Source: an optimization exercise on an open RTL-to-GDS flow (aim: small area). Production flows keep margins and buffers that such runs may drop.
At most, simulation tests tie the RTL to the original design; equivalence was not proved.

Setup of the reference run:
Design angle_slew_limiter_unit, start of the top module:
module angle_slew_limiter_unit
(
    input  logic               clk,
    input  logic               rst_n,
    input  logic               cfg_valid,
    output logic               cfg_ready,
    input  logic [31:0]        cfg_max_rate,
    input  logic               frame_valid,
    output logic               frame_ready,
    input  logic signed [15:0] frame_tgt_x,
    input  logic signed [15:0] frame_tgt_y,
    input  logic signed [15:0] frame_src_x,
    input  logic signed [15:0] frame_src_y,
    input  logic [31:0]        frame_stamp_us,
    output logic               result_valid,
    input  logic               result_ready,
    output logic signed [15:0] result_angle,
    output logic               result_was_limited,
    output logic               result_was_held
);
Size in the first run: about 720 cells after synthesis, roughly 170 flip-flops, about 150 I/O pins, about 0.0083 sq mm of cells after synthesis.
Settings: LEC_CHECK=0, CAP_MARGIN=20, CORE_MARGIN=2, CORE_UTILIZATION=65, SLEW_MARGIN=20; clock period 7.5 ns.
standard.sh (not shown) runs the stock make flow with config.mk's settings and CLKGATE_MAP_FILE= SYNTH_SCRIPT=/design/flow/synth_recipe.tcl, a recipe that flattens the netlist after the stock synthesis.
==> flow/flow/run.sh <==
#!/bin/bash
# Layout: the standard flow (standard.sh) unchanged, except that
#  - the port buffers that global placement inserts are buf_1 cells, and
#  - clock tree synthesis uses clkbuf_8 buffers and adds no dummy loads.
export BUFFER_PORTS_ARGS="-buffer_cell sky130_fd_sc_hd__buf_1"
export CTS_ARGS="-sink_clustering_enable -repair_clock_nets -buf_list sky130_fd_sc_hd__clkbuf_8 -dont_use_dummy_load"
bash standard.sh "$@" > run_standard.log 2>&1
The reference run did not stop at any stage, and its layout met the timing, design-rule and antenna checks.
Setup changes, the reference run to the trial run
-- flow/design.v --
<<< the reference run, line 359
    wire cxu = ph0 ? xc0 : cx_q;
    wire cyu = ph0 ? yc0 : cy_q;
    wire xs  = xa ^ xb ^ cxu;
    wire ys  = ya ^ yb ^ cyu;
    assign cx_n = (xa & xb) | (cxu & (xa ^ xb));
    assign cy_n = (ya & yb) | (cyu & (ya ^ yb));
    wire xin = (xy_live & xs) | vin[16];
    wire yin = (xy_live & ys) | vin[33];
>>> the trial run, line 359
    wire cxu = ph0 ? xc0 : cx_q;
    wire cyu = ph0 ? yc0 : cy_q;
    logic xs, ys;
    assign {cx_n, xs} = {1'b0, xa} + {1'b0, xb} + {1'b0, cxu};
    assign {cy_n, ys} = {1'b0, ya} + {1'b0, yb} + {1'b0, cyu};
    wire xin = (xy_live & xs) | vin[16];
    wire yin = (xy_live & ys) | vin[33];
<<< the reference run, line 415
    wire clu = ph0 ? lc0 : cl_q;
    wire chu = ph0 ? hc0 : ch_q;
    wire zl  = la ^ lb ^ clu;
    wire zh  = ha ^ hb ^ chu;
    assign cl_n = (la & lb) | (clu & (la ^ lb));
    assign ch_n = (ha & hb) | (chu & (ha ^ hb));
    assign x_q = ~xn_q;
    assign y_q = ~yn_q;
>>> the trial run, line 414
    wire clu = ph0 ? lc0 : cl_q;
    wire chu = ph0 ? hc0 : ch_q;
    logic zl, zh;
    assign {cl_n, zl} = {1'b0, la} + {1'b0, lb} + {1'b0, clu};
    assign {ch_n, zh} = {1'b0, ha} + {1'b0, hb} + {1'b0, chu};
    assign x_q = ~xn_q;
    assign y_q = ~yn_q;
<<< the reference run, line 437
            man[k]   = ccn[k-2];
            mpn[k]   = ~(((k <= 31) ? (dd2_q & rate_q[k]) : 1'b0) | ((k == 22) ? 1'b0 : vin[k-3]));
            msn[k]   = man[k] ^ mpn[k] ^ mcn[k];
            mcn[k+1] = (man[k] & mpn[k]) | (mcn[k] & (man[k] ^ mpn[k]));
        end
        mcn[11] = rc1n_q;
>>> the trial run, line 435
            man[k]   = ccn[k-2];
            mpn[k]   = ~(((k <= 31) ? (dd2_q & rate_q[k]) : 1'b0) | ((k == 22) ? 1'b0 : vin[k-3]));
            {mcn[k+1], msn[k]} = {1'b0, man[k]} + {1'b0, mpn[k]} + {1'b0, mcn[k]};
        end
        mcn[11] = rc1n_q;
<<< the reference run, line 445
            man[k]   = (k <= 20) ? ccn[k-1] : msn[22];
            mpn[k]   = ~((dd1_q & rate_q[k]) | ((k == 11 || k == 18) ? 1'b0 : vin[k-2]));
            msn[k]   = man[k] ^ mpn[k] ^ mcn[k];
            mcn[k+1] = (man[k] & mpn[k]) | (mcn[k] & (man[k] ^ mpn[k]));
        end
        mcn[0] = 1'b1;
>>> the trial run, line 442
            man[k]   = (k <= 20) ? ccn[k-1] : msn[22];
            mpn[k]   = ~((dd1_q & rate_q[k]) | ((k == 11 || k == 18) ? 1'b0 : vin[k-2]));
            {mcn[k+1], msn[k]} = {1'b0, man[k]} + {1'b0, mpn[k]} + {1'b0, mcn[k]};
        end
        mcn[0] = 1'b1;
<<< the reference run, line 453
            man[k]   = (k <= 9) ? ccn[k] : msn[11];
            mpn[k]   = ~((dq0_q & rate_q[k]) | ((k == 0) ? 1'b0 : vin[k-1]));
            msn[k]   = man[k] ^ mpn[k] ^ mcn[k];
            mcn[k+1] = (man[k] & mpn[k]) | (mcn[k] & (man[k] ^ mpn[k]));
        end
    end
>>> the trial run, line 449
            man[k]   = (k <= 9) ? ccn[k] : msn[11];
            mpn[k]   = ~((dq0_q & rate_q[k]) | ((k == 0) ? 1'b0 : vin[k-1]));
            {mcn[k+1], msn[k]} = {1'b0, man[k]} + {1'b0, mpn[k]} + {1'b0, mcn[k]};
        end
    end
<<< the reference run, line 494
    assign b2_n = (~limj & delta) | (~(limj ^ delta) & b2u);
    wire c3u   = ph0 ? 1'b0 : c3_q;
    wire s2    = delta ^ limj ^ c3u;
    assign c3_n = (delta & limj) | (c3u & (delta ^ limj));
    wire lbx  = limj ^ dneg_q;
    wire nsum = cj ^ lbx ^ b1u;
    wire c4   = (cj & lbx) | (b1u & (cj ^ lbx));
    wire newb = lim_q ? nsum : de;
    assign b1_n = pa ? b1a : c4;
>>> the trial run, line 489
    assign b2_n = (~limj & delta) | (~(limj ^ delta) & b2u);
    wire c3u   = ph0 ? 1'b0 : c3_q;
    logic s2;
    assign {c3_n, s2} = {1'b0, delta} + {1'b0, limj} + {1'b0, c3u};
    wire lbx  = limj ^ dneg_q;
    logic nsum, c4;
    assign {c4, nsum} = {1'b0, cj} + {1'b0, lbx} + {1'b0, b1u};
    wire newb = lim_q ? nsum : de;
    assign b1_n = pa ? b1a : c4;
==> run notes <==
Result for the reference run and the trial run: all clean
Looking at the reference run and the trial run, the latest clock arrival within the worst-skew pair is a wash.
Number of global-route vias before repair shrinks by a few percent when moving from the reference run to the trial run.
The trial run vs. the reference run: sequential portion of the cell area higher, starting density of the core higher, met2 global-route usage lower, global-route usage lower.
Measured against the trial run, the number of nets produced by synthesis of the reference run comes out at 1.06 times the reference value.
No functional check of the RTL was part of the reference run.

## static timing again, ports no longer ideal
How much do the figures lean on ideal ports? The routed layouts below were timed once more, with nothing changed but the port constraints.
Step 1, drivers: a clkbuf_16 drives clk and a buf_2 each remaining input, both assumed.
Step 2 moves the port delays by t, midway between the first and last clock arrival at a register: inputs arrive t later, outputs are due t later. That takes back most of the time a late clock gives input paths.
Three values: ideal, step 1, step 2; two values: the first two.
| run | shift t [ns] | slack for setup (ns) | worst setup path after step 2 | latest minus earliest clock arrival (ns) |
|---|---|---|---|---|
| the reference run | 0.470 | 1.778 / 1.778 / 1.679 | input to register | 0.019 / 0.020 |
| the trial run | 0.467 | 1.031 / 1.031 / 1.031 | register to register | 0.039 / 0.040 |
After both steps every run listed still meets setup and hold. For the reference run, which loses most, drivers alone change the setup slack by 0.000 ns; drivers and shift together by -0.099 ns.
